Context: an optimization exercise on an open-source flow, tuned for small area and few clock cycles. The choices shown serve that exercise and are no tape-out recipe. Only simulation tests tie the RTL to the original design; equivalence was not proved. Power figures rest on the tool's default switching activity, not on a simulated workload.

==> flow/design.v <==
`default_nettype none
package dbfp_pkg;
	localparam int MAX_FIELDS_DEF = 256;
	localparam logic [2:0] KIND_HDR_DONE = 3'd0;
	localparam logic [2:0] KIND_REC_START = 3'd1;
	localparam logic [2:0] KIND_FLD_BYTE = 3'd2;
	localparam logic [2:0] KIND_EXT_REF = 3'd3;
	localparam logic [2:0] KIND_END = 3'd4;
	localparam logic [2:0] KIND_ERROR = 3'd5;
	localparam logic [1:0] ERR_DEL_FLAG = 2'd0;
	localparam logic [1:0] ERR_TYPE = 2'd1;
	localparam logic [1:0] ERR_HEADER = 2'd2;
	localparam logic [1:0] ERR_TRUNC = 2'd3;
	localparam logic [7:0] FLAG_LIVE = 8'h20;
	localparam logic [7:0] FLAG_DELETED = 8'h2A;
	localparam logic [3:0] TYPE_CHAR = 4'd0;
	localparam logic [3:0] TYPE_BAD = 4'd12;
	localparam logic [7:0] EXT_REF_LEN = 8'd6;
	typedef struct packed {
		logic [2:0]  kind;
		logic [31:0] record_index;
		logic [7:0]  field_index;
		logic [3:0]  field_type;
		logic [7:0]  field_byte;
		logic        last_of_field;
		logic        deleted;
		logic [31:0] ext_offset;
		logic [15:0] ext_length;
		logic [1:0]  error_code;
		logic [23:0] date_stamp;
		logic [8:0]  field_count;
	} res_t;
	function automatic logic [3:0] type_code(input logic [7:0] b);
		logic [3:0] c;
		case (b)
			8'h43: c = 4'd0;   
			8'h59: c = 4'd1;   
			8'h4E: c = 4'd2;   
			8'h46: c = 4'd3;   
			8'h44: c = 4'd4;   
			8'h54: c = 4'd5;   
			8'h42: c = 4'd6;   
			8'h49: c = 4'd7;   
			8'h4C: c = 4'd8;   
			8'h4D: c = 4'd9;   
			8'h47: c = 4'd10;  
			8'h50: c = 4'd11;  
			default: c = TYPE_BAD;
		endcase
		type_code = c;
	endfunction
endpackage
`default_nettype wire
`default_nettype none
module dbfp_parser #(
	parameter int MAX_FIELDS = dbfp_pkg::MAX_FIELDS_DEF
) (
	input  wire logic        clk,
	input  wire logic        arst_n,
	input  wire logic        in_valid,
	output logic             in_ready,
	input  wire logic [7:0]  data_byte,
	input  wire logic        end_of_input,
	output logic             out_valid,
	input  wire logic        out_ready,
	output logic [2:0]       kind,
	output logic [31:0]      record_index,
	output logic [7:0]       field_index,
	output logic [3:0]       field_type,
	output logic [7:0]       field_byte,
	output logic             last_of_field,
	output logic             deleted,
	output logic [31:0]      ext_offset,
	output logic [15:0]      ext_length,
	output logic [1:0]       error_code,
	output logic [23:0]      date_stamp,
	output logic [8:0]       field_count
);
	localparam int IW = (MAX_FIELDS > 1) ? $clog2(MAX_FIELDS) : 1;
	localparam int CW = $clog2(MAX_FIELDS + 1);
	localparam int DEPTH = 1 << IW;
	localparam logic [CW-1:0] MAXF = CW'(MAX_FIELDS);
	localparam logic [2:0] PH_HEADER = 3'd0;
	localparam logic [2:0] PH_FLAG   = 3'd1;
	localparam logic [2:0] PH_FIELD  = 3'd2;
	localparam logic [2:0] PH_DONE   = 3'd3;
	localparam logic [2:0] PH_ERROR  = 3'd4;
	localparam int TP = 8;
	localparam int TPW = (TP > 1) ? $clog2(TP) : 1;
	localparam int RL = (TP == 1) ? DEPTH + 1 : DEPTH + TP;
	localparam int RW = $clog2(RL);
	logic [RL*12-1:0] ring_q;
	logic [RW-1:0] rp_q, fs_q, ls_q;
	logic          bpend_q;
	logic [2:0]    phase_q, phase_n;
	logic [31:0]   cnt_q, cnt_n;
	logic [71:0]   sh_q;
	logic [CW-1:0] seen_q, seen_n;
	logic          anynz_q, anynz_n;
	logic [IW-1:0] first_q, first_n;
	logic [IW-1:0] lastnz_q, lastnz_n;
	logic [IW-1:0] cf_q, cf_n;
	logic [IW-1:0] sp_q, sp_n, ft;
	logic          sp_jump, load, fscan, ft_step, wrap;
	localparam int QD = 2;
	localparam int QW = $clog2(QD + 1);
	logic [QD*12-1:0] eq_q, eq_n;
	logic [11:0]   av;
	logic [QW-1:0] qn_q, qn_n, qa;
	logic          rpe, rdnz, rdz, avnz, woff;
	logic [3:0]    ctype_q, ctype_n;
	logic          cext_q, cext_n;
	logic [7:0]    rem_q, rem_n, rem_dec;
	logic          del_q, del_n;
	logic [15:0]   hlen;
	logic [31:0]   total;
	logic [23:0]   date;
	logic [7:0]    b8;
	assign hlen  = sh_q[71:56];
	assign b8    = sh_q[71:64];
	assign total = sh_q[55:24];
	assign date  = {sh_q[7:0], sh_q[15:8], sh_q[23:16]};
	logic [11:0]   rd;
	localparam int NT = RL / TP;
	localparam int NG = (NT + 15) / 16;
	logic [15:0]    lsel;
	logic [NG-1:0] hsel;
	logic [NG*12-1:0] grp;
	always_comb begin
		for (int l = 0; l < 16; l++)
			lsel[l] = (rp_q[TPW+3:0] == (TPW+4)'(l * TP));
		for (int h = 0; h < NG; h++)
			hsel[h] = (rp_q[RW-1:TPW+4] == (RW-TPW-4)'(h));
		grp = '0;
		for (int i = 0; i < NT; i++)
			grp[(i/16)*12 +: 12] = grp[(i/16)*12 +: 12] | ({12{lsel[i%16]}} & ring_q[TP*i*12 +: 12]);
		rd = '0;
		for (int h = 0; h < NG; h++)
			rd = rd | ({12{hsel[h]}} & grp[h*12 +: 12]);
	end
	localparam int RM = RL / TP;
	localparam int HW = RW - TPW;
	function automatic logic [RW-1:0] rinc(input logic [RW-1:0] x);
		logic [HW-1:0] h;
		h = x[RW-1:TPW];
		if (x[TPW-1:0] == TPW'(TP - 1))
			rinc = {(h == HW'(RM - 1)) ? HW'(0) : h + 1'b1, TPW'(0)};
		else
			rinc = {h, x[TPW-1:0] + 1'b1};
	endfunction
	function automatic logic [RW-1:0] rnext(input logic [RW-1:0] x, input logic [IW-1:0] k);
		logic [HW-1:0] h, d;
		h = x[RW-1:TPW];
		d = (k[TPW-1:0] == TPW'(TP - 1)) ? HW'(32 / TP - 1) : HW'(32 / TP);
		rnext = {(h >= d) ? h - d : h + (HW'(RM) - d), x[TPW-1:0]};
	endfunction
	logic [15:0]   pos;
	logic [4:0]    off;
	logic [3:0]    code;
	logic          ph_hdr, ph_flag, ph_field, ph_done, ph_err;
	logic          desc, err2a, err2b, err1, hdr_err, hdr_done, hdr_sh;
	logic          good;
	logic          last, more, stall;
	logic          rec_end, rec_last;
	logic          va, err_n;
	logic          acc, shift, wr_en, wslot, wstall;
	logic [31:0]   cnt_inc;
	always_comb begin
		pos = cnt_q[15:0];
		off = pos[4:0];
		code = dbfp_pkg::type_code(data_byte);
		ph_hdr = (phase_q == PH_HEADER);
		ph_flag = (phase_q == PH_FLAG);
		ph_field = (phase_q == PH_FIELD);
		ph_done = (phase_q == PH_DONE);
		ph_err = (phase_q == PH_ERROR);
		cnt_inc = cnt_q + 1'b1;
		desc = (pos[15:5] != 11'd0) && (pos[15:5] < hlen[15:5]);
		err2a = (pos == 16'd9) && ({data_byte, b8} < 16'd12);
		err2b = desc && (off == 5'd0) && (seen_q >= MAXF);
		err1 = desc && (off == 5'd11) && (seen_q < MAXF) && (code == dbfp_pkg::TYPE_BAD);
		hdr_err = err2a || err2b || err1;
		hdr_done = !hdr_err && (pos >= 16'd11) && (cnt_inc[15:0] == hlen);
		hdr_sh = (pos >= 16'd1) && (pos <= 16'd9);
		good = (data_byte == dbfp_pkg::FLAG_LIVE) || (data_byte == dbfp_pkg::FLAG_DELETED);
		last = (rem_q == 8'd0);
		rem_dec = rem_q - 1'b1;
		more = (cf_q != lastnz_q);
		rpe = (TP == 1) || (rp_q[TPW-1:0] == '0);
		rdnz = rpe && (rd[7:0] != 8'hFF);
		rdz = rpe && (rd[7:0] == 8'hFF);
		av = (qn_q != '0) ? eq_q[11:0] : rd;
		avnz = (qn_q != '0) || rdnz;
		woff = (off == 5'(17 + int'(seen_q[TPW-1:0])));
		wslot = (seen_q == '0) || (ls_q == (((TP == 1) || (seen_q[TPW-1:0] == '0)) ? RW'(32 - TP) : RW'(32)));
		wstall = ph_hdr && desc && (seen_q < MAXF) && woff && !wslot;
		stall = (((ph_field && last && more) || (ph_flag && good && anynz_q)) && !avnz) || wstall;
		rec_last = (cnt_inc == total);
		rec_end = (ph_flag && good && !anynz_q) || (ph_field && last && !more);
		va = (ph_hdr && (hdr_err || hdr_done)) || ph_flag || (ph_field && (!cext_q || last));
		err_n = ph_err || (ph_hdr && hdr_err) || (ph_flag && !good);
		out_valid = bpend_q || (in_valid && !stall && va);
		in_ready = !bpend_q && !stall && (out_ready || !va);
		acc = in_valid && in_ready;
		phase_n = phase_q;
		cnt_n = cnt_q;
		seen_n = seen_q;
		anynz_n = anynz_q;
		first_n = first_q;
		lastnz_n = lastnz_q;
		cf_n = cf_q;
		ctype_n = ctype_q;
		cext_n = cext_q;
		rem_n = rem_q;
		del_n = del_q;
		wr_en = 1'b0;
		shift = 1'b0;
		case (phase_q)
			PH_HEADER: begin
				shift = hdr_sh;
				cf_n = '0;
				if (hdr_err) begin
					phase_n = PH_ERROR;
				end else begin
					if (desc && (seen_q < MAXF)) begin
						if (off == 5'd11)
							ctype_n = code;
						if (off == 5'd16)
							rem_n = data_byte;
						if (woff) begin
							wr_en = 1'b1;
							if (rem_q != 8'd0) begin
								lastnz_n = IW'(seen_q);
								anynz_n = 1'b1;
								if (!anynz_q)
									first_n = IW'(seen_q);
							end
						end
						if (off == 5'd25)
							seen_n = seen_q + 1'b1;
					end
					if (hdr_done) begin
						cnt_n = '0;
						phase_n = (total == 32'd0) ? PH_DONE : PH_FLAG;
					end else begin
						cnt_n = cnt_inc;
					end
				end
			end
			PH_FLAG: begin
				shift = 1'b1;
				cf_n = '0;
				if (good) begin
					del_n = data_byte[1];
					if (anynz_q) begin
						phase_n = PH_FIELD;
						cf_n = sp_q;
						ctype_n = av[11:8];
						cext_n = (av[11:8] == dbfp_pkg::TYPE_CHAR) && (av[7:0] == dbfp_pkg::EXT_REF_LEN - 1'b1);
						rem_n = av[7:0];
					end
				end else begin
					phase_n = PH_ERROR;
				end
			end
			PH_FIELD: begin
				shift = 1'b1;
				rem_n = rem_dec;
				if (last && more) begin
					cf_n = sp_q;
					ctype_n = av[11:8];
					cext_n = (av[11:8] == dbfp_pkg::TYPE_CHAR) && (av[7:0] == dbfp_pkg::EXT_REF_LEN - 1'b1);
					rem_n = av[7:0];
				end
			end
			default: begin
			end
		endcase
		if (rec_end) begin
			cnt_n = cnt_inc;
			phase_n = rec_last ? PH_DONE : PH_FLAG;
		end
		if (end_of_input) begin
			if (ph_hdr)
				cnt_n = '0;
			if (err_n) begin
				phase_n = PH_HEADER;
				cnt_n = '0;
				seen_n = '0;
				anynz_n = 1'b0;
			end
		end
		load = acc && ((ph_field && last && more) || (ph_flag && good && anynz_q));
		wrap = load && (sp_q == lastnz_q);
		sp_jump = (acc && ph_hdr && hdr_done) || wrap;
		fscan = ph_field || ph_flag;
		ft = sp_q + IW'(qn_q);
		sp_n = sp_q;
		eq_n = eq_q;
		qa = qn_q;
		ft_step = 1'b0;
		if (load) begin
			sp_n = sp_q + 1'b1;
			if (qn_q != '0) begin
				for (int i = 0; i < QD - 1; i++)
					eq_n[i*12 +: 12] = eq_q[(i+1)*12 +: 12];
				qa = qn_q - 1'b1;
			end else begin
				ft_step = 1'b1;
			end
		end
		qn_n = qa;
		if ((load && (qn_q != '0)) || (!load && fscan)) begin
			if (rdnz) begin
				if (qa != QW'(QD)) begin
					for (int i = 0; i < QD; i++)
						if (QW'(i) == qa)
							eq_n[i*12 +: 12] = rd;
					qn_n = qa + 1'b1;
					ft_step = 1'b1;
				end
			end else if (rdz && (qa == '0)) begin
				sp_n = ft + 1'b1;
				ft_step = 1'b1;
			end
		end
		kind = '0;
		record_index = '0;
		field_index = '0;
		field_type = '0;
		field_byte = '0;
		last_of_field = 1'b0;
		deleted = 1'b0;
		ext_offset = '0;
		ext_length = '0;
		error_code = '0;
		date_stamp = '0;
		field_count = '0;
		if (bpend_q) begin
			if (phase_q == PH_DONE) begin
				kind = dbfp_pkg::KIND_END;
				record_index = total;
			end else begin
				kind = dbfp_pkg::KIND_ERROR;
				error_code = dbfp_pkg::ERR_TRUNC;
				record_index = cnt_q;
				field_index = 8'(cf_q);
			end
		end else if (ph_hdr) begin
			if (hdr_err) begin
				kind = dbfp_pkg::KIND_ERROR;
				error_code = err1 ? dbfp_pkg::ERR_TYPE : dbfp_pkg::ERR_HEADER;
			end else begin
				kind = dbfp_pkg::KIND_HDR_DONE;
				record_index = total;
				date_stamp = date;
				field_count = 9'(seen_q);
			end
		end else if (ph_flag) begin
			record_index = cnt_q;
			if (good) begin
				kind = dbfp_pkg::KIND_REC_START;
				deleted = data_byte[1];
			end else begin
				kind = dbfp_pkg::KIND_ERROR;
				error_code = dbfp_pkg::ERR_DEL_FLAG;
			end
		end else begin
			record_index = cnt_q;
			field_index = 8'(cf_q);
			field_type = ctype_q;
			deleted = del_q;
			if (cext_q) begin
				kind = dbfp_pkg::KIND_EXT_REF;
				ext_offset = {sh_q[63:56], sh_q[23:0]};
				ext_length = {data_byte, sh_q[71:64]};
			end else begin
				kind = dbfp_pkg::KIND_FLD_BYTE;
				field_byte = data_byte;
				last_of_field = last;
			end
		end
	end
	always_ff @(posedge clk or negedge arst_n) begin
		if (!arst_n) begin
			bpend_q <= 1'b0;
			phase_q <= PH_HEADER;
			cnt_q <= '0;
			seen_q <= '0;
			anynz_q <= 1'b0;
		end else begin
			if (bpend_q) begin
				if (out_ready) begin
					bpend_q <= 1'b0;
					phase_q <= PH_HEADER;
					cnt_q <= '0;
					seen_q <= '0;
					anynz_q <= 1'b0;
				end
			end else if (acc) begin
				bpend_q <= end_of_input && !err_n;
				phase_q <= phase_n;
				cnt_q <= cnt_n;
				seen_q <= seen_n;
				anynz_q <= anynz_n;
			end
		end
	end
	always_ff @(posedge clk) begin
		if (acc) begin
			first_q <= first_n;
			lastnz_q <= lastnz_n;
			cf_q <= cf_n;
			ctype_q <= ctype_n;
			cext_q <= cext_n;
			rem_q <= rem_n;
			del_q <= del_n;
		end
		sp_q <= sp_jump ? first_q : sp_n;
		qn_q <= sp_jump ? '0 : qn_n;
		eq_q <= eq_n;
		rp_q <= sp_jump ? rinc(fs_q) : ft_step ? rnext(rp_q, ft) : rinc(rp_q);
		fs_q <= (acc && wr_en && (rem_q != 8'd0) && !anynz_q) ? '0 : rinc(fs_q);
		ls_q <= (acc && wr_en) ? '0 : rinc(ls_q);
		ring_q <= {ring_q[RL*12-13:0], (acc && wr_en) ? {ctype_q, rem_dec} : ring_q[RL*12-1 -: 12]};
		if (acc && shift) begin
			sh_q[71:56] <= {data_byte, sh_q[71:64]};
			sh_q[23:0] <= {ph_hdr ? sh_q[31:24] : sh_q[63:56], sh_q[23:8]};
			if (ph_hdr)
				sh_q[55:24] <= sh_q[63:32];
		end
	end
endmodule
`default_nettype wire
`default_nettype none
module dbf_table_stream_parser_unit #(
	parameter int MAX_FIELDS = dbfp_pkg::MAX_FIELDS_DEF
) (
	input  wire logic        clk,
	input  wire logic        arst_n,
	input  wire logic        in_valid,
	output logic             in_ready,
	input  wire logic [7:0]  data_byte,
	input  wire logic        end_of_input,
	output logic             out_valid,
	input  wire logic        out_ready,
	output logic [2:0]       kind,
	output logic [31:0]      record_index,
	output logic [7:0]       field_index,
	output logic [3:0]       field_type,
	output logic [7:0]       field_byte,
	output logic             last_of_field,
	output logic             deleted,
	output logic [31:0]      ext_offset,
	output logic [15:0]      ext_length,
	output logic [1:0]       error_code,
	output logic [23:0]      date_stamp,
	output logic [8:0]       field_count
);
	dbfp_parser #(.MAX_FIELDS(MAX_FIELDS)) u_parser (
		.clk           (clk),
		.arst_n        (arst_n),
		.in_valid      (in_valid),
		.in_ready      (in_ready),
		.data_byte     (data_byte),
		.end_of_input  (end_of_input),
		.out_valid     (out_valid),
		.out_ready     (out_ready),
		.kind          (kind),
		.record_index  (record_index),
		.field_index   (field_index),
		.field_type    (field_type),
		.field_byte    (field_byte),
		.last_of_field (last_of_field),
		.deleted       (deleted),
		.ext_offset    (ext_offset),
		.ext_length    (ext_length),
		.error_code    (error_code),
		.date_stamp    (date_stamp),
		.field_count   (field_count)
	);
endmodule
`default_nettype wire
==> flow/flow/run.sh <==
#!/bin/bash
# The standard layout (standard.sh, unchanged synthesis, floorplan, power grid, placement, clock
# tree, routing), with one change: the buffers that buffer_ports puts on every input and output
# port are sky130_fd_sc_hd__buf_1 instead of the buffer it picks by default.
# ORFS writes each tool's log under orfs/logs/; make's own output goes to make.log here.
set -euo pipefail
export BUFFER_PORTS_ARGS="-buffer_cell sky130_fd_sc_hd__buf_1"
bash standard.sh > make.log 2>&1
==> flow/standard.sh <==
#!/bin/bash
# synth_recipe.tcl (not shown) runs the flow's synth.tcl, then flattens the netlist and writes it again
# the make line also repeats each setting of config.mk as NAME=value (left out here)
make -C /OpenROAD-flow-scripts/flow DESIGN_CONFIG=/design/flow/config.mk WORK_HOME=/design/flow/orfs CLKGATE_MAP_FILE= SYNTH_SCRIPT=/design/flow/synth_recipe.tcl "${@:-finish}"
==> flow/config.mk <==
export PLATFORM = sky130hd
export DESIGN_NAME = dbf_table_stream_parser_unit
export DESIGN_NICKNAME = dbf_table_stream_parser_unit
export VERILOG_FILES = /design/flow/design.v
export SDC_FILE = /design/flow/constraint.sdc
export NUM_CORES = 4
export LEC_CHECK = 0
export CAP_MARGIN = 0
export CORE_MARGIN = 2
export CORE_UTILIZATION = 65
export CTS_CLUSTER_DIAMETER = 100
export CTS_CLUSTER_SIZE = 30
export SLEW_MARGIN = 0
export SYNTH_MEMORY_MAX_BITS = 16384
==> flow/constraint.sdc <==
create_clock -name core_clock -period 10.0 [get_ports {clk}]
set_input_delay 2.0000 -clock core_clock [delete_from_list [all_inputs] [get_ports {clk}]]
set_output_delay 2.0000 -clock core_clock [all_outputs]
set_load 0.01 [all_outputs]
==> flow_metrics.env, run 1 <==
export IMPL_status="failed layout checks"
export IMPL_so_faults="capacitance limit, slew limit"
export IMPL_crit_fanout=51
export IMPL_setup_slack_ns=2.07
export IMPL_ys_warn_count=1
export IMPL_synth_top_area_cell="dfxtp_1"
export IMPL_drt_drc_violations_left=0
export IMPL_fin_hold_ws_ns=0.311
export IMPL_crit_type="reg -> out"
export IMPL_cts_sinks=3385
export IMPL_ys_ff_latch=3385
export IMPL_period_share_pct=79.3
export IMPL_post_cts_resized=0
export IMPL_post_cts_setup_buffers=0
export IMPL_hold_class="reg -> reg"
export IMPL_worstPathArrival_ns=5.93
export IMPL_final_hold_viol_count=0
export IMPL_worst_slew_pin_slew_ns=1.55
export IMPL_pre_cts_ws_ns=2.70
export IMPL_io_buffer_count=154
export IMPL_rows=129
export IMPL_fmax_mhz=126
export IMPL_route_vias_total=36972
export IMPL_grt_usage_pct=24.3
export IMPL_layout_drive_gt1_share_pct=4.62
export IMPL_critPathLaunchType="flop"
export IMPL_ys_types=92
export IMPL_drt_antenna_violating_nets=0
export IMPL_peakVddDrop_mv=0.241
export IMPL_place_congestion=0.968
export IMPL_die_area_sq_mm=0.127
export IMPL_finClkSkew_ns=0.0381
export IMPL_grt_pass1_vias=35370
export IMPL_clk_pin_slew_ns=0.12
export IMPL_cts_tree="built"
export IMPL_synth_edf_count=131
export IMPL_yosys_top_cells_count="3208 x dfxtp_1, 221 x nand2_1, 131 x edfxtp_1"
export IMPL_syn_area_sq_mm=0.0808
export IMPL_drt_iter0_drc=3282
export IMPL_wirelength_mm=155
export IMPL_postSynthCellCount=5215
export IMPL_syn_avg_cell_area_sq_um=15.5
export IMPL_vias_per_cell=5.24
export IMPL_die_h_microns=357
export IMPL_fin_tns_setup_ns=0
export IMPL_yosysMostFrequentCell="dfxtp_1"
export IMPL_area_delta_synth_final_pct=7.53
export IMPL_drt_pass1_iter_count=8
export IMPL_syn_num_nets=5286
export IMPL_clock_latency_ns=0.81
export IMPL_leakage_nw=33.9
export IMPL_drv_slew=16
export IMPL_power_total_mw=21.1
export IMPL_netlist_top_cells_area="dfxtp_1 79%, edfxtp_1 4.9%, dfrtp_1 1.4%"
export IMPL_die_x_microns=357
export IMPL_overflow=0
export IMPL_synth_seq_area_share_pct=85.8
export IMPL_rsz0062_at_grt="no"
export IMPL_relSlewSlack_pct=-3.49
export IMPL_wl_per_cell_microns=22.0
export IMPL_grt_antenna_before_repair=8
export IMPL_post_dp_hpwl_mm=103
export IMPL_yosys_area_top_type_share_pct=79.5
export IMPL_start_util_pct=65.4
export IMPL_core_sq_mm=0.123
export IMPL_ys_async_sr_fraction_pct=1.36
export IMPL_max_cap_violations=1
export IMPL_setup_violations=0
export IMPL_cts_root_buf="clkbuf_16"
export IMPL_final_area_sq_mm=0.0869
export IMPL_cts_max_path_buffers=3
export IMPL_cts_hold_fix_buffers=0
export IMPL_grt_pass1_wl_mm=227
export IMPL_fillers=8071
export IMPL_synth_ff_type="dfxtp_1"
export IMPL_numCtsBuffers=132
export IMPL_power_density_mw_per_mm2=243
export IMPL_cp_end_kind="output port"
export IMPL_nets=5458
export IMPL_cp_required_ns=8.00
export IMPL_ioPinCount=155
export IMPL_min_period_ns=7.93
export IMPL_grt_max_degree=64
export IMPL_placed_cell_area_sq_mm=0.0832
export IMPL_cts_htree_levels=4
## stage by stage
step | util [%] | cells
2_1_floorplan | - | 5215
3_3_place_gp | 67.4 | 6890
3_5_place_dp | 67.4 | 6890
4_1_cts | 70.4 | 7052
5_1_grt | 70.4 | 7052
6_report | 70.4 | 7059
## area by class of cell
cell class	count	area [sq um]	area share (%)
clock buffers	145	3400	3.92
repair buffers	191	857	0.986
diodes	7	17.5	0.0202
inverters	70	263	0.302
multi-input cells	1607	10700	12.3
clock inverters	17	300	0.346
flip-flops and latches	3385	69300	79.8
well taps	1637	2050	2.36
## path summary, 6_finish.rpt
kind | cells past startpoint | startpoint | slack, ns | to
min in group asynchronous | 2 | arst_n | 1.30 | u_parser.cnt_q[8]
worst min register to register | 0 | u_parser.ring_q[151] | 0.31 | u_parser.ring_q[163]
worst max register to register | 11 | u_parser.rp_q[5] | 3.50 | u_parser.rp_q[1]
worst min-delay path | 0 | u_parser.ring_q[151] | 0.31 | u_parser.ring_q[163]
max in group asynchronous | 2 | arst_n | 8.18 | u_parser.bpend_q
worst max-delay path | 12 | u_parser.rp_q[5] | 2.07 | out_valid
## critical path, stage by stage, from the launching register on
cell       delay (ns)
edfxtp_1         0.73
buf_4            0.64
nand2_1          0.34
nor2_2           1.15
a22oi_1          0.14
and4_1           0.29
a41oi_1          0.41
o2bb2ai_1        0.35
nor2_1           0.19
a221o_1          0.16
buf_4            0.24
o21ai_0          0.21
buf_1            0.22
## routing by layer
layer | vias to the layer above | wire [microns] | GRT usage [%] | part of all wire, %
li1 | 17649 | - | - | -
met1 | 18140 | 75100 | 36.5 | 48
met2 | 934 | 68500 | 37.0 | 44
met3 | 249 | 7300 | 3.55 | 4.7
met4 | 0 | 4120 | 7.09 | 2.7
met5 | - | 0 | 0 | 0
## power breakdown
group | internal (mW) | switching (mW)
Clock | 2.51 | 3.82
Sequential | 13.7 | 0.165
Combinational | 0.306 | 0.601
## flip-flops by register name, indices dropped and copies added, names as in the netlist, 2 cells and up
| register | count |
|---|---|
| u_parser.cf_q | 8 |
| u_parser.cnt_q | 32 |
| u_parser.ctype_q | 4 |
| u_parser.eq_q | 24 |
| u_parser.first_q | 8 |
| u_parser.fs_q | 9 |
| u_parser.lastnz_q | 8 |
| u_parser.ls_q | 9 |
| u_parser.phase_q | 3 |
| u_parser.qn_q | 2 |
| u_parser.rem_q | 8 |
| u_parser.ring_q | 3168 |
| u_parser.rp_q | 9 |
| u_parser.seen_q | 9 |
| u_parser.sh_q | 72 |
| u_parser.sp_q | 8 |
## kinds of logic (layout without fill, tap and decap cells)
kind of cell / Yosys count / in the layout / share of synthesized area (%)
compound gates: 534 / 534 / 4.55
xor+xnor: 125 / 125 / 1.35
fa+ha+maj: 59 / 59 / 0.938
buf+inv: 223 / 423 / 1.13
flops: 3385 / 3385 / 85.8
mux: 76 / 76 / 1.01
other cells: 0 / 7 / 0
simple gates: 813 / 813 / 5.24
## cells in the final DEF, fill, tap and decap left out, drive strengths merged, types with 41 or more instances in the layout
cell type and n:
a21oi 93, a22oi 101, and3 103, buf 190
clkbuf 146, dfrtp 46, dfxtp 3208, edfxtp 131
ha 55, inv 77, mux2i 59, nand2 222
nand3 66, nand4 45, nor2 125, nor3 57
nor4 45, o21ai 116, xnor2 84, xor2 41
Testbench counts, summed over its fixed seeds: cycles 157,470.
==> run 2, diff against run 1 <==
--- a/flow/config.mk
+++ b/flow/config.mk
@@ -7,8 +7,8 @@
 export LEC_CHECK = 0
-export CAP_MARGIN = 0
+export CAP_MARGIN = 20
 export CORE_MARGIN = 2
 export CORE_UTILIZATION = 65
-export CTS_CLUSTER_DIAMETER = 100
-export CTS_CLUSTER_SIZE = 30
-export SLEW_MARGIN = 0
+export CTS_CLUSTER_DIAMETER = 80
+export CTS_CLUSTER_SIZE = 24
+export SLEW_MARGIN = 20
 export SYNTH_MEMORY_MAX_BITS = 16384
==> flow_metrics.env, run 2 <==
export IMPL_status="finished clean"
export IMPL_cp_cell_sequence="buf_4 > nand2_1 > nor2_2 > a22oi_1 > and4_1 > a41oi_1 > o2bb2ai_1 > nor2_1 > a221o_1 > buf_4 > o21ai_0 > buf_1"
export IMPL_grt_antenna_before_repair=14
export IMPL_final_cell_mix="3208 x dfxtp_1, 221 x nand2_1, 165 x clkbuf_16, 153 x buf_1, 131 x edfxtp_1"
export IMPL_syn_area_sq_mm=0.0808
export IMPL_final_common_cell="dfxtp_1"
export IMPL_yosys_top_cells_count="3208 x dfxtp_1, 221 x nand2_1, 131 x edfxtp_1"
export IMPL_drt_pass1_iter_count=6
export IMPL_final_cells=7096
export IMPL_grt_pass1_wl_mm=229
export IMPL_final_hold_viol_count=0
export IMPL_layout_drive_gt1_share_pct=5.35
export IMPL_cts_sinks=3385
export IMPL_yosysMostFrequentCell="dfxtp_1"
export IMPL_netlist_top_cells_area="dfxtp_1 79%, edfxtp_1 4.9%, dfrtp_1 1.4%"
export IMPL_post_dp_hpwl_mm=103
export IMPL_fmax_mhz=129
export IMPL_ys_types=92
export IMPL_reg2reg_from="u_parser.rp_q[5]"
export IMPL_period_share_pct=77.5
export IMPL_synth_edf_count=131
export IMPL_area_delta_synth_final_pct=8.67
export IMPL_relSlewSlack_pct=21.6
export IMPL_die_x_microns=357
export IMPL_largest_register_ffs=3168
export IMPL_fin_tns_setup_ns=0
export IMPL_crit_type="reg -> out"
export IMPL_rows=129
export IMPL_crit_slowest_cell="nor2_2"
export IMPL_post_place_cells=6892
export IMPL_drv_slew=0
export IMPL_critPathLaunchType="flop"
export IMPL_ys_async_sr_fraction_pct=1.36
export IMPL_wirelength_mm=156
export IMPL_placed_cell_area_sq_mm=0.0832
export IMPL_vias_per_cell=5.24
export IMPL_regMostFlops="u_parser.ring_q"
export IMPL_postSynthCellCount=5215
export IMPL_start_util_pct=65.4
export IMPL_critPathTopFamily="simple AND/OR/NAND/NOR gates"
export IMPL_grt_max_degree=64
export IMPL_final_area_sq_mm=0.0878
export IMPL_crit_top_cell="buf_4"
export IMPL_worstHoldStart="u_parser.ring_q[1213]"
export IMPL_pre_cts_ws_ns=2.78
export IMPL_wl_per_cell_microns=22.0
export IMPL_cp_end_kind="output port"
export IMPL_synth_top_area_cell="dfxtp_1"
export IMPL_cts_root_buf="clkbuf_16"
export IMPL_cts_htree_levels=4
export IMPL_min_to="u_parser.ring_q[1225]"
export IMPL_synth_ff_type="dfxtp_1"
export IMPL_fillers=7999
export IMPL_worstPathArrival_ns=5.75
export IMPL_setup_slack_ns=2.25
export IMPL_ys_ff_latch=3385
export IMPL_power_density_mw_per_mm2=248
export IMPL_slowest_delay_ns=0.95
export IMPL_grt_usage_pct=24.5
export IMPL_overflow=0
export IMPL_cp_required_ns=8.00
export IMPL_min_period_ns=7.75
export IMPL_crit_cells=12
export IMPL_clock_latency_ns=0.80
export IMPL_die_area_sq_mm=0.127
export IMPL_post_cts_setup_buffers=0
export IMPL_io_buffer_count=154
export IMPL_rsz0062_at_grt="no"
export IMPL_path_buf_inv=3
export IMPL_crit_fanout=51
export IMPL_whs_path_depth=0
export IMPL_worst_slew_pin_slew_ns=1.17
export IMPL_core_sq_mm=0.123
export IMPL_ff_latch_area_sq_mm=0.0693
export IMPL_multiInputGateArea_sq_mm=0.0107
export IMPL_finClkSkew_ns=0.0399
export IMPL_ys_warn_count=1
export IMPL_cts_hold_fix_buffers=0
export IMPL_cts_max_path_buffers=3
export IMPL_yosys_area_top_type_share_pct=79.5
export IMPL_post_cts_resized=0
export IMPL_reg2reg_depth=12
export IMPL_syn_num_nets=5286
export IMPL_drt_drc_violations_left=0
export IMPL_reg2reg_slack_ns=3.55
export IMPL_hold_class="reg -> reg"
export IMPL_synth_seq_area_share_pct=85.8
export IMPL_syn_avg_cell_area_sq_um=15.5
export IMPL_top_regs="u_parser.ring_q: 3168 flops, u_parser.sh_q: 72 flops, u_parser.cnt_q: 32 flops"
export IMPL_place_congestion=0.968
export IMPL_nets=5493
export IMPL_ioPinCount=155
export IMPL_leakage_nw=34.3
export IMPL_power_total_mw=21.8
export IMPL_die_h_microns=357
export IMPL_r2r_end="u_parser.first_q[5]"
export IMPL_route_vias_total=37186
export IMPL_max_cap_violations=0
export IMPL_drt_antenna_violating_nets=0
export IMPL_drt_iter0_drc=3278
export IMPL_cts_tree="built"
export IMPL_numCtsBuffers=162
export IMPL_setup_violations=0
export IMPL_clk_pin_slew_ns=0.09
export IMPL_grt_pass1_vias=35902
export IMPL_peakVddDrop_mv=0.202
run 2: cell counts after synthesis:
No cell type changed its count.
run 2: power breakdown:
group	switching (mW)	leakage [nW]	internal [mW]	total (mW)
Clock	3.95	2.20	3.04	6.99
Sequential	0.166	27.7	13.7	13.9
Combinational	0.608	4.37	0.314	0.922
Total	4.72	34.3	17.0	21.8
run 2: layer usage:
metal  up-vias  track usage, %  wire [microns]
li1      17750               -               -
met1     18122            36.7           74300
met2      1063            37.5           69700
met3       249            3.98            8720
met4         2            6.51            3640
met5         -               0              13
run 2: through the flow:
stage | utilization, % | hold slack (ns)
6_report | 71.1 | 0.316
3_5_place_dp | 67.4 | 0.312
3_3_place_gp | 67.4 | 0.309
4_1_cts | 71.1 | 0.313
2_1_floorplan | - | 0.310
5_1_grt | 71.1 | 0.321
run 2: worst max-delay path by stage:
stage	slack [ns]	end	from
finish	2.25	out_valid	u_parser.rp_q[5]
global route	2.03	out_valid	u_parser.rp_q[5]
CTS	2.12	in_ready	u_parser.rp_q[5]
detailed placement	2.78	out_valid	data_byte[3]
global placement	2.88	out_valid	data_byte[3]
floorplan	1.84	u_parser.sh_q[24]	data_byte[0]
run 2: final cells by class:
type / count / area share, %
flip-flops and latches: 3385 / 78.9
multi-input cells: 1607 / 12.2
clock buffers: 177 / 4.77
well taps: 1637 / 2.33
repair buffers: 196 / 1.06
clock inverters: 18 / 0.382
inverters: 70 / 0.299
diodes: 6 / 0.0171
run 2: cells by family after synthesis:
group,Yosys count,synth area share [%]
xor+xnor,125,1.35
flops,3385,85.8
compound gates,534,4.55
fa+ha+maj,59,0.938
buf+inv,223,1.13
mux,76,1.01
simple gates,813,5.24
==> run 3, diff against run 2 <==
--- a/flow/config.mk
+++ b/flow/config.mk
@@ -10,4 +10,5 @@
 export CORE_UTILIZATION = 65
-export CTS_CLUSTER_DIAMETER = 80
-export CTS_CLUSTER_SIZE = 24
+export CTS_CLUSTER_DIAMETER = 100
+export CTS_CLUSTER_SIZE = 30
+export GPL_TIMING_DRIVEN = 0
 export SLEW_MARGIN = 20
==> flow_metrics.env, run 3 <==
export IMPL_status="finished clean"
export IMPL_synth_ff_type="dfxtp_1"
export IMPL_post_cts_setup_buffers=0
export IMPL_post_dp_hpwl_mm=105
export IMPL_yosys_top_cells_count="3208 x dfxtp_1, 221 x nand2_1, 131 x edfxtp_1"
export IMPL_min_period_ns=8.90
export IMPL_synth_seq_area_share_pct=85.8
export IMPL_power_density_mw_per_mm2=243
export IMPL_relSlewSlack_pct=18.2
export IMPL_p_sw_mw=4.69
export IMPL_ys_ff_latch=3385
export IMPL_synth_top_area_cell="dfxtp_1"
export IMPL_final_hold_viol_count=0
export IMPL_setup_violations=0
export IMPL_cp_required_ns=8.00
export IMPL_ioPinCount=155
export IMPL_placed_cell_area_sq_mm=0.0837
export IMPL_drt_drc_violations_left=0
export IMPL_period_share_pct=89.0
export IMPL_syn_area_sq_mm=0.0808
export IMPL_postSynthCellCount=5215
export IMPL_grt_antenna_before_repair=8
export IMPL_ys_async_sr_fraction_pct=1.36
export IMPL_largest_register_ffs=3168
export IMPL_grt_usage_pct=25.0
export IMPL_start_util_pct=65.4
export IMPL_top_regs="u_parser.ring_q: 3168 flops, u_parser.sh_q: 72 flops, u_parser.cnt_q: 32 flops"
export IMPL_ys_types=92
export IMPL_hold_class="reg -> reg"
export IMPL_layout_drive_gt1_share_pct=4.93
export IMPL_fillers=8120
export IMPL_grt_pass1_vias=36318
export IMPL_die_area_sq_mm=0.127
export IMPL_peakVddDrop_mv=0.227
export IMPL_die_h_microns=357
export IMPL_place_congestion=0.983
export IMPL_rsz0062_at_grt="no"
export IMPL_critPathLaunchType="flop"
export IMPL_syn_num_nets=5286
export IMPL_wirelength_mm=158
export IMPL_post_place_cells=7018
export IMPL_cts_sinks=3385
export IMPL_yosys_area_top_type_share_pct=79.5
export IMPL_worst_slew_pin_slew_ns=1.23
export IMPL_netlist_top_cells_area="dfxtp_1 79%, edfxtp_1 4.9%, dfrtp_1 1.4%"
export IMPL_die_x_microns=357
export IMPL_wl_per_cell_microns=22.1
export IMPL_intPower_mw=16.6
export IMPL_numCtsBuffers=133
export IMPL_setup_slack_ns=1.10
export IMPL_overflow=0
export IMPL_final_cells=7183
export IMPL_cts_root_buf="clkbuf_16"
export IMPL_fmax_mhz=112
export IMPL_synth_edf_count=131
export IMPL_syn_avg_cell_area_sq_um=15.5
export IMPL_seqPwrFrac_pct=65.2
export IMPL_cts_max_path_buffers=3
export IMPL_cts_hold_fix_buffers=0
export IMPL_nets=5587
export IMPL_cts_htree_levels=4
export IMPL_combPwrFrac_pct=5.0
export IMPL_post_cts_resized=0
export IMPL_swShare_pct=22.1
export IMPL_route_vias_total=37468
export IMPL_area_delta_synth_final_pct=8.18
export IMPL_worstPathArrival_ns=6.90
export IMPL_final_cell_mix="3208 x dfxtp_1, 221 x nand2_1, 164 x buf_1, 136 x clkbuf_16, 131 x edfxtp_1"
export IMPL_clockPowerShare_pct=29.8
export IMPL_pre_cts_ws_ns=1.94
export IMPL_io_buffer_count=154
export IMPL_cts_tree="built"
export IMPL_ys_warn_count=1
export IMPL_final_area_sq_mm=0.0874
export IMPL_regMostFlops="u_parser.ring_q"
export IMPL_leakage_nw=34.2
export IMPL_yosysMostFrequentCell="dfxtp_1"
export IMPL_rows=129
export IMPL_drv_slew=0
export IMPL_crit_fanout=10
export IMPL_fin_hold_ws_ns=0.311
export IMPL_drt_pass1_iter_count=6
export IMPL_vias_per_cell=5.22
export IMPL_drt_antenna_violating_nets=0
export IMPL_finClkSkew_ns=0.0340
export IMPL_max_cap_violations=0
export IMPL_final_common_cell="dfxtp_1"
export IMPL_grt_max_degree=33
export IMPL_core_sq_mm=0.123
export IMPL_clock_latency_ns=0.80
export IMPL_grt_pass1_wl_mm=233
export IMPL_crit_type="reg -> out"
export IMPL_fin_util_pct=70.8
export IMPL_clk_pin_slew_ns=0.11
export IMPL_drt_iter0_drc=3367
export IMPL_cp_end_kind="output port"
[run 3: cell counts after synthesis]
No cell type changed its count.
[run 3: through the flow]
stage | TNS (ns) | total power [mW]
6_report | 0 | 21.2
5_1_grt | 0 | 21.9
4_1_cts | 0 | 21.4
3_5_place_dp | 0 | 15.2
3_3_place_gp | -58.69 | 15.2
2_1_floorplan | 0 | 14.7
[run 3: worst paths after layout]
kind / cells past startpoint / slack (ns) / from / endpoint
worst max-delay path: 14 / 1.10 / u_parser.rp_q[6] / out_valid
worst min-delay path: 0 / 0.31 / u_parser.ring_q[3004] / u_parser.ring_q[3016]
worst max register to register: 15 / 2.88 / u_parser.rp_q[4] / u_parser.sh_q[44]
worst min register to register: 0 / 0.31 / u_parser.ring_q[3004] / u_parser.ring_q[3016]
max in group asynchronous: 3 / 8.18 / arst_n / u_parser.cnt_q[24]
min in group asynchronous: 1 / 1.15 / arst_n / u_parser.cnt_q[9]
[run 3: cell type report]
class	count	area, sq um	area share (%)
Multi-Input combinational cell	1607	10700	12.2
Clock buffer	145	3440	3.93
Tap cell	1637	2050	2.34
Timing Repair Buffer	166	764	0.875
Buffer	153	669	0.766
Inverter	70	263	0.301
Clock inverter	14	256	0.293
Antenna cell	6	15.0	0.0172
Sequential cell	3385	69300	79.3
[run 3: power groups by stage]
stage | combinational, mW | clock, mW | sequential, mW
after CTS | 1.06 | 6.46 | 13.8
after detailed placement | 1.05 | 0 | 14.1
after global placement | 1.02 | 0 | 14.2
after global routing | 1.15 | 6.93 | 13.9
final | 1.07 | 6.33 | 13.8
after floorplan | 0.612 | 0 | 14.1
[run 3: cell families (layout without fill, tap and decap cells)]
logic type / count (synthesis) / after routing / synth area share, %
simple gates: 813 / 813 / 5.24
compound gates: 534 / 534 / 4.55
xor+xnor: 125 / 125 / 1.35
other cells: 0 / 6 / 0
flops: 3385 / 3385 / 85.8
fa+ha+maj: 59 / 59 / 0.938
mux: 76 / 76 / 1.01
buf+inv: 223 / 548 / 1.13
[run 3: critical path: stages, from the launching register on]
cell and delay (ns):
edfxtp_1 0.55, buf_2 0.34, nand4b_2 0.66, nor2_2 0.81
buf_8 0.24, clkbuf_2 0.54, a21oi_1 0.15, a41o_1 0.29
nand3_1 0.43, nand2_1 0.24, and4b_1 0.32, a221o_1 0.29
clkbuf_1 0.61, o21ai_0 0.38, buf_1 0.21
[run 3: metal layers]
layer	routed length (microns)	up-vias	GRT usage, %
met4	4940	0	8.53
met5	0	-	0
li1	-	17908	-
met2	69500	940	37.4
met1	76500	18347	37.4
met3	7610	273	3.99
==> run 4, diff against run 3 <==
--- a/flow/config.mk
+++ b/flow/config.mk
@@ -10,5 +10,4 @@
 export CORE_UTILIZATION = 65
-export CTS_CLUSTER_DIAMETER = 100
-export CTS_CLUSTER_SIZE = 30
-export GPL_TIMING_DRIVEN = 0
+export CTS_CLUSTER_DIAMETER = 90
+export CTS_CLUSTER_SIZE = 27
 export SLEW_MARGIN = 20
==> flow_metrics.env, run 4 <==
export IMPL_fin_tns_setup_ns=0
export IMPL_crit_slowest_cell="or4_1"
export IMPL_setup_slack_ns=2.28
export IMPL_drt_antenna_violating_nets=0
export IMPL_cts_sinks=3385
export IMPL_grt_pass1_vias=35704
export IMPL_layout_drive_gt1_share_pct=5.09
export IMPL_ys_async_sr_fraction_pct=1.36
export IMPL_post_dp_hpwl_mm=103
export IMPL_ys_types=92
export IMPL_core_sq_mm=0.123
export IMPL_intPower_mw=16.8
export IMPL_power_density_mw_per_mm2=246
export IMPL_fillers=8070
export IMPL_rsz0062_at_grt="no"
export IMPL_min_period_ns=7.72
export IMPL_cts_root_buf="clkbuf_16"
export IMPL_swShare_pct=21.8
export IMPL_status="finished clean"
export IMPL_relSlewSlack_pct=23.7
export IMPL_worstPathArrival_ns=5.72
export IMPL_final_common_cell="dfxtp_1"
export IMPL_cts_max_path_buffers=3
export IMPL_clock_latency_ns=0.82
export IMPL_grt_usage_pct=24.5
export IMPL_wl_per_cell_microns=22.0
export IMPL_drt_drc_violations_left=0
export IMPL_combPwrFrac_pct=4.3
export IMPL_finClkSkew_ns=0.0264
export IMPL_cp_required_ns=8.00
export IMPL_cts_tree="built"
export IMPL_leakage_nw=34.1
export IMPL_period_share_pct=77.2
export IMPL_synth_edf_count=131
export IMPL_yosys_area_top_type_share_pct=79.5
export IMPL_reg2reg_slack_ns=3.59
export IMPL_max_cap_violations=0
export IMPL_vias_per_cell=5.25
export IMPL_final_hold_viol_count=0
export IMPL_area_delta_synth_final_pct=8.18
export IMPL_final_cell_mix="3208 x dfxtp_1, 221 x nand2_1, 153 x buf_1, 148 x clkbuf_16, 131 x edfxtp_1"
export IMPL_peakVddDrop_mv=0.239
export IMPL_die_x_microns=357
export IMPL_p_sw_mw=4.68
export IMPL_grt_max_degree=64
export IMPL_post_cts_setup_buffers=0
export IMPL_syn_avg_cell_area_sq_um=15.5
export IMPL_fmax_mhz=130
export IMPL_grt_antenna_before_repair=14
export IMPL_die_area_sq_mm=0.127
export IMPL_largest_register_ffs=3168
export IMPL_top_regs="u_parser.ring_q: 3168 flops, u_parser.sh_q: 72 flops, u_parser.cnt_q: 32 flops"
export IMPL_overflow=0
export IMPL_crit_fanout=51
export IMPL_slowest_delay_ns=0.78
export IMPL_final_area_sq_mm=0.0874
export IMPL_synth_top_area_cell="dfxtp_1"
export IMPL_io_buffer_count=154
export IMPL_die_h_microns=357
export IMPL_r2r_end="u_parser.first_q[5]"
export IMPL_pre_cts_ws_ns=2.78
export IMPL_clockPowerShare_pct=31.2
export IMPL_syn_area_sq_mm=0.0808
export IMPL_wirelength_mm=156
export IMPL_reg2reg_from="u_parser.rp_q[5]"
export IMPL_yosysMostFrequentCell="dfxtp_1"
export IMPL_synth_seq_area_share_pct=85.8
export IMPL_ys_ff_latch=3385
export IMPL_hold_class="reg -> reg"
export IMPL_route_vias_total=37147
export IMPL_start_util_pct=65.4
export IMPL_crit_top_cell="buf_4"
export IMPL_grt_pass1_wl_mm=229
export IMPL_worst_slew_pin_slew_ns=1.14
export IMPL_critPathLaunchType="flop"
export IMPL_post_cts_resized=0
export IMPL_crit_path_end="in_ready"
export IMPL_cts_htree_levels=4
export IMPL_cp_end_kind="output port"
export IMPL_drt_iter0_drc=3485
export IMPL_crit_type="reg -> out"
export IMPL_cts_hold_fix_buffers=0
export IMPL_ys_warn_count=1
export IMPL_place_congestion=0.968
export IMPL_clk_pin_slew_ns=0.10
export IMPL_drv_slew=0
export IMPL_regMostFlops="u_parser.ring_q"
export IMPL_cp_cell_sequence="buf_4 > nand2b_1 > nor2_4 > a2111oi_0 > a41oi_1 > or4_1 > and4b_1 > a221o_1 > buf_4 > nor3_1 > buf_1"
export IMPL_postSynthCellCount=5215
export IMPL_ioPinCount=155
export IMPL_rows=129
export IMPL_nets=5477
export IMPL_fin_hold_ws_ns=0.316
export IMPL_reg2reg_depth=12
export IMPL_netlist_top_cells_area="dfxtp_1 79%, edfxtp_1 4.9%, dfrtp_1 1.4%"
export IMPL_numCtsBuffers=146
export IMPL_synth_ff_type="dfxtp_1"
export IMPL_syn_num_nets=5286
export IMPL_cp_startpoint="u_parser.rp_q[5]"
export IMPL_setup_violations=0
export IMPL_drt_pass1_iter_count=6
export IMPL_seqPwrFrac_pct=64.5
export IMPL_placed_cell_area_sq_mm=0.0832
export IMPL_yosys_top_cells_count="3208 x dfxtp_1, 221 x nand2_1, 131 x edfxtp_1"
## run 4: cell count changes in the layout (fill, tap and decap cells not counted), moves of 5 or more
cell and change:
nor2_1 -8, buf_1 -11, clkbuf_16 +12, nor2_4 +5, buf_2 -39, clkbuf_1 -83
buf_4 +28, clkbuf_2 -13
## run 4: power groups by stage
stage	Sequential (mW)	Clock, mW	Combinational, mW
finish	13.9	6.69	0.922
global route	13.9	7.30	1.00
CTS	13.9	6.83	0.907
detailed placement	14.2	0	0.903
global placement	14.2	0	0.879
floorplan	14.1	0	0.612
## run 4: cell type report
type	count	area (sq um)	area share, %
Clock inverter	21	375	0.429
Clock buffer	158	3750	4.29
Tap cell	1637	2050	2.34
Antenna cell	7	17.5	0.0200
Multi-Input combinational cell	1607	10700	12.3
Inverter	70	263	0.301
Sequential cell	3385	69300	79.3
Timing Repair Buffer	196	925	1.06
## run 4: critical path, delay by kind of cell, from the launching register on
family | cells | cell delay (ns)
flip-flops | 1 | 0.70
AO/OA/AOI/OAI | 3 | 1.05
buffers and inverters | 3 | 1.06
AND/OR/NAND/NOR | 5 | 2.02
## run 4: kinds of logic (layout without fill, tap and decap cells)
| group | Yosys count | in the layout | share of synthesized area [%] |
|---|---|---|---|
| AOI/OAI and AO/OA | 534 | 534 | 4.55 |
| xor gates and xnor gates | 125 | 125 | 1.35 |
| adders and majority gates | 59 | 59 | 0.938 |
| buffers and inverters | 223 | 445 | 1.13 |
| DFF | 3385 | 3385 | 85.8 |
| muxes | 76 | 76 | 1.01 |
| other | 0 | 7 | 0 |
| and+or+nand+nor | 813 | 813 | 5.24 |
## run 4: through the flow
| step | power [mW] | utilization [%] | instances |
|---|---|---|---|
| global route | 22.2 | 70.8 | 7074 |
| floorplan | 14.7 | - | 5215 |
| detailed placement | 15.1 | 67.4 | 6892 |
| global placement | 15.0 | 67.4 | 6890 |
| finish | 21.5 | 70.8 | 7081 |
| CTS | 21.6 | 70.7 | 7071 |
## run 4: layer usage
layer | global-route usage (%) | part of all wire (%) | vias up | wire (microns)
li1 | - | - | 17709 | -
met1 | 36.8 | 48 | 18073 | 74700
met2 | 37.2 | 44 | 1095 | 69200
met3 | 3.72 | 5.2 | 268 | 8070
met4 | 6.99 | 2.6 | 2 | 4010
met5 | 0 | 0.0026 | - | 4
## run 4: how the worst min path moves through the flow
stage	startpoint	end	cells after the start
after floorplan	u_parser.ring_q[988]	u_parser.ring_q[1000]	0
after CTS	u_parser.ring_q[2902]	u_parser.ring_q[2914]	0
final	u_parser.ring_q[1661]	u_parser.ring_q[1673]	0
after global placement	u_parser.ring_q[1425]	u_parser.ring_q[1437]	0
after global routing	u_parser.ring_q[2009]	u_parser.ring_q[2021]	0
after detailed placement	u_parser.ring_q[1747]	u_parser.ring_q[1759]	0
==> run 5, diff against run 4 <==
==> flow/run.sh (new file) <==
#!/bin/bash
# synth_recipe.tcl (not shown) runs the flow's synth.tcl, then flattens the netlist and writes it again
# the make line also repeats each setting of config.mk as NAME=value (left out here)
make -C /OpenROAD-flow-scripts/flow DESIGN_CONFIG=/design/flow/config.mk WORK_HOME=/design/flow/orfs CLKGATE_MAP_FILE= SYNTH_SCRIPT=/design/flow/synth_recipe.tcl finish
--- a/flow/config.mk
+++ b/flow/config.mk
@@ -10,4 +10,4 @@
 export CORE_UTILIZATION = 65
-export CTS_CLUSTER_DIAMETER = 90
-export CTS_CLUSTER_SIZE = 27
+export CTS_CLUSTER_DIAMETER = 80
+export CTS_CLUSTER_SIZE = 24
 export SLEW_MARGIN = 20
removed: flow/flow/run.sh
removed: flow/standard.sh
==> flow_metrics.env, run 5 <==
export IMPL_grt_pass1_vias=36368
export IMPL_fillers=7941
export IMPL_final_common_cell="dfxtp_1"
export IMPL_cp_required_ns=8.00
export IMPL_ioPinCount=155
export IMPL_yosys_area_top_type_share_pct=79.5
export IMPL_worst_slew_pin_slew_ns=0.962
export IMPL_cts_tree="built"
export IMPL_yosys_top_cells_count="3208 x dfxtp_1, 221 x nand2_1, 131 x edfxtp_1"
export IMPL_drt_drc_violations_left=0
export IMPL_cts_root_buf="clkbuf_16"
export IMPL_drv_slew=0
export IMPL_syn_area_sq_mm=0.0808
export IMPL_crit_type="reg -> out"
export IMPL_power_density_mw_per_mm2=246
export IMPL_die_x_microns=357
export IMPL_grt_usage_pct=24.5
export IMPL_die_h_microns=357
export IMPL_cts_hold_fix_buffers=0
export IMPL_drt_iter0_drc=3647
export IMPL_ys_types=92
export IMPL_hold_class="reg -> reg"
export IMPL_pre_cts_ws_ns=1.96
export IMPL_fmax_mhz=123
export IMPL_synth_top_area_cell="dfxtp_1"
export IMPL_fin_tns_setup_ns=0
export IMPL_period_share_pct=81.6
export IMPL_vias_per_cell=5.26
export IMPL_status="finished clean"
export IMPL_syn_avg_cell_area_sq_um=15.5
export IMPL_postSynthCellCount=5215
export IMPL_leakage_nw=34.7
export IMPL_grt_pass1_wl_mm=230
export IMPL_setup_violations=0
export IMPL_area_delta_synth_final_pct=9.94
export IMPL_die_area_sq_mm=0.127
export IMPL_top_regs="u_parser.ring_q: 3168 flops, u_parser.sh_q: 72 flops, u_parser.cnt_q: 32 flops"
export IMPL_overflow=0
export IMPL_drt_antenna_violating_nets=0
export IMPL_wirelength_mm=156
export IMPL_core_sq_mm=0.123
export IMPL_clock_latency_ns=0.83
export IMPL_largest_register_ffs=3168
export IMPL_worstHoldStart="u_parser.ring_q[915]"
export IMPL_place_congestion=0.987
export IMPL_cts_htree_levels=4
export IMPL_fin_hold_ws_ns=0.303
export IMPL_ys_ff_latch=3385
export IMPL_final_cell_mix="3208 x dfxtp_1, 221 x nand2_1, 163 x clkbuf_16, 153 x clkdlybuf4s50_1, 131 x edfxtp_1"
export IMPL_post_cts_resized=0
export IMPL_post_dp_hpwl_mm=101
export IMPL_numCtsBuffers=162
export IMPL_crit_fanout=13
export IMPL_final_hold_viol_count=0
export IMPL_grt_antenna_before_repair=11
export IMPL_nets=5503
export IMPL_post_cts_setup_buffers=0
export IMPL_clk_pin_slew_ns=0.09
export IMPL_drt_pass1_iter_count=6
export IMPL_synth_ff_type="dfxtp_1"
export IMPL_setup_slack_ns=1.84
export IMPL_ys_warn_count=1
export IMPL_cp_startpoint="u_parser.rp_q[0]"
export IMPL_rows=129
export IMPL_ys_async_sr_fraction_pct=1.36
export IMPL_netlist_top_cells_area="dfxtp_1 79%, edfxtp_1 4.9%, dfrtp_1 1.4%"
export IMPL_regMostFlops="u_parser.ring_q"
export IMPL_finClkSkew_ns=0.0390
export IMPL_rsz0062_at_grt="no"
export IMPL_wl_per_cell_microns=22.0
export IMPL_max_cap_violations=0
export IMPL_io_buffer_count=154
export IMPL_cts_max_path_buffers=3
export IMPL_min_period_ns=8.16
export IMPL_critPathLaunchType="flop"
export IMPL_grt_max_degree=64
export IMPL_layout_drive_gt1_share_pct=5.51
export IMPL_cp_end_kind="output port"
export IMPL_start_util_pct=65.4
export IMPL_route_vias_total=37338
export IMPL_worstPathArrival_ns=6.16
export IMPL_relSlewSlack_pct=35.7
export IMPL_reg2reg_from="u_parser.rp_q[3]"
export IMPL_syn_num_nets=5286
export IMPL_yosysMostFrequentCell="dfxtp_1"
export IMPL_synth_edf_count=131
export IMPL_peakVddDrop_mv=0.208
export IMPL_cts_sinks=3385
export IMPL_synth_seq_area_share_pct=85.8
run 5: cell counts after synthesis:
Identical to the previous run, type by type.
run 5: kinds of logic (layout without fill, tap and decap cells):
| kind of cell | count (synthesis) | after routing | synth area share (%) |
|---|---|---|---|
| fa+ha+maj | 59 | 59 | 0.938 |
| xor+xnor | 125 | 125 | 1.35 |
| compound gates | 534 | 534 | 4.55 |
| buf+inv | 223 | 474 | 1.13 |
| simple gates | 813 | 813 | 5.24 |
| flops | 3385 | 3385 | 85.8 |
| mux | 76 | 76 | 1.01 |
| other cells | 0 | 2 | 0 |
run 5: stage by stage:
step | util, % | total power [mW] | instances | area (sq um)
finish | 71.9 | 21.9 | 7105 | 88800
global route | 71.9 | 22.6 | 7103 | 88800
CTS | 71.9 | 22.0 | 7102 | 88800
detailed placement | 68.2 | 15.2 | 6904 | 84300
global placement | 68.2 | 15.1 | 6904 | 84200
floorplan | - | 14.7 | 5215 | 80800
run 5: path summary, 6_finish.rpt:
kind | to | slack (ns) | cells past startpoint
worst min-delay path | u_parser.ring_q[927] | 0.30 | 0
max in group asynchronous | u_parser.bpend_q | 8.20 | 2
worst max-delay path | out_valid | 1.84 | 13
worst max register to register | u_parser.first_q[7] | 3.55 | 13
min in group asynchronous | u_parser.seen_q[3] | 1.31 | 2
worst min register to register | u_parser.ring_q[927] | 0.30 | 0
run 5: area by class of cell:
type                       count  area (sq um)  share of cell area [%]
inverter                      70           263                   0.296
tap                         1637          2050                    2.31
clock inverter                24           435                   0.490
multi-input combinational   1607         10700                    12.0
antenna                        2          5.00                 0.00563
timing repair buffer         206          1960                    2.21
clock buffer                 174          4120                    4.64
sequential                  3385         69300                    78.0
run 5: power breakdown:
part,internal [mW],switching (mW)
combinational,0.386,0.609
clock,3.02,3.99
sequential,13.7,0.169
total,17.1,4.77
run 5: per-layer routing:
metal	GRT usage, %	up-vias	share of wire [%]
li1	-	17747	-
met3	4.80	304	5.8
met2	37.7	1160	45
met4	8.44	2	3.3
met5	0	-	0.0083
met1	35.1	18125	46
run 5: worst max-delay path, stage by stage (launching register included):
cell	delay [ns]
edfxtp_1	0.43
inv_1	0.08
ha_1	0.40
nand4bb_1	0.81
nor2_2	0.48
buf_4	0.41
a22oi_1	0.10
and4_1	0.20
a41oi_1	0.33
o2bb2ai_1	0.38
nor2_1	0.21
a221o_1	0.66
o21ai_0	0.20
clkdlybuf4s50_1	0.59

port drivers added, routing unchanged:
The flow's constraints put no driver on any port. The routed layouts listed below were extracted and timed again, unchanged, in two steps. Step 1, drivers: a clkbuf_16 drives clk and a buf_2 each remaining input, both assumed. Step 2 times the ports against the registers' clock, not the clock port: input delays grow and output delays shrink by t, the midpoint of the rising clock arrivals with the driver on. Slacks: no drivers / after step 1 / after step 2; pairs: no drivers / after step 1.
run	t (ns)	setup WS [ns]	clock arrival spread, ns
run 1	0.863	2.072 / 1.998 / 2.611	0.039 / 0.038
run 2	0.853	2.247 / 2.173 / 2.700	0.040 / 0.039
run 3	0.858	1.096 / 1.021 / 1.782	0.034 / 0.034
run 4	0.878	2.280 / 2.205 / 2.736	0.030 / 0.030
run 5	0.883	1.844 / 1.769 / 1.860	0.041 / 0.041
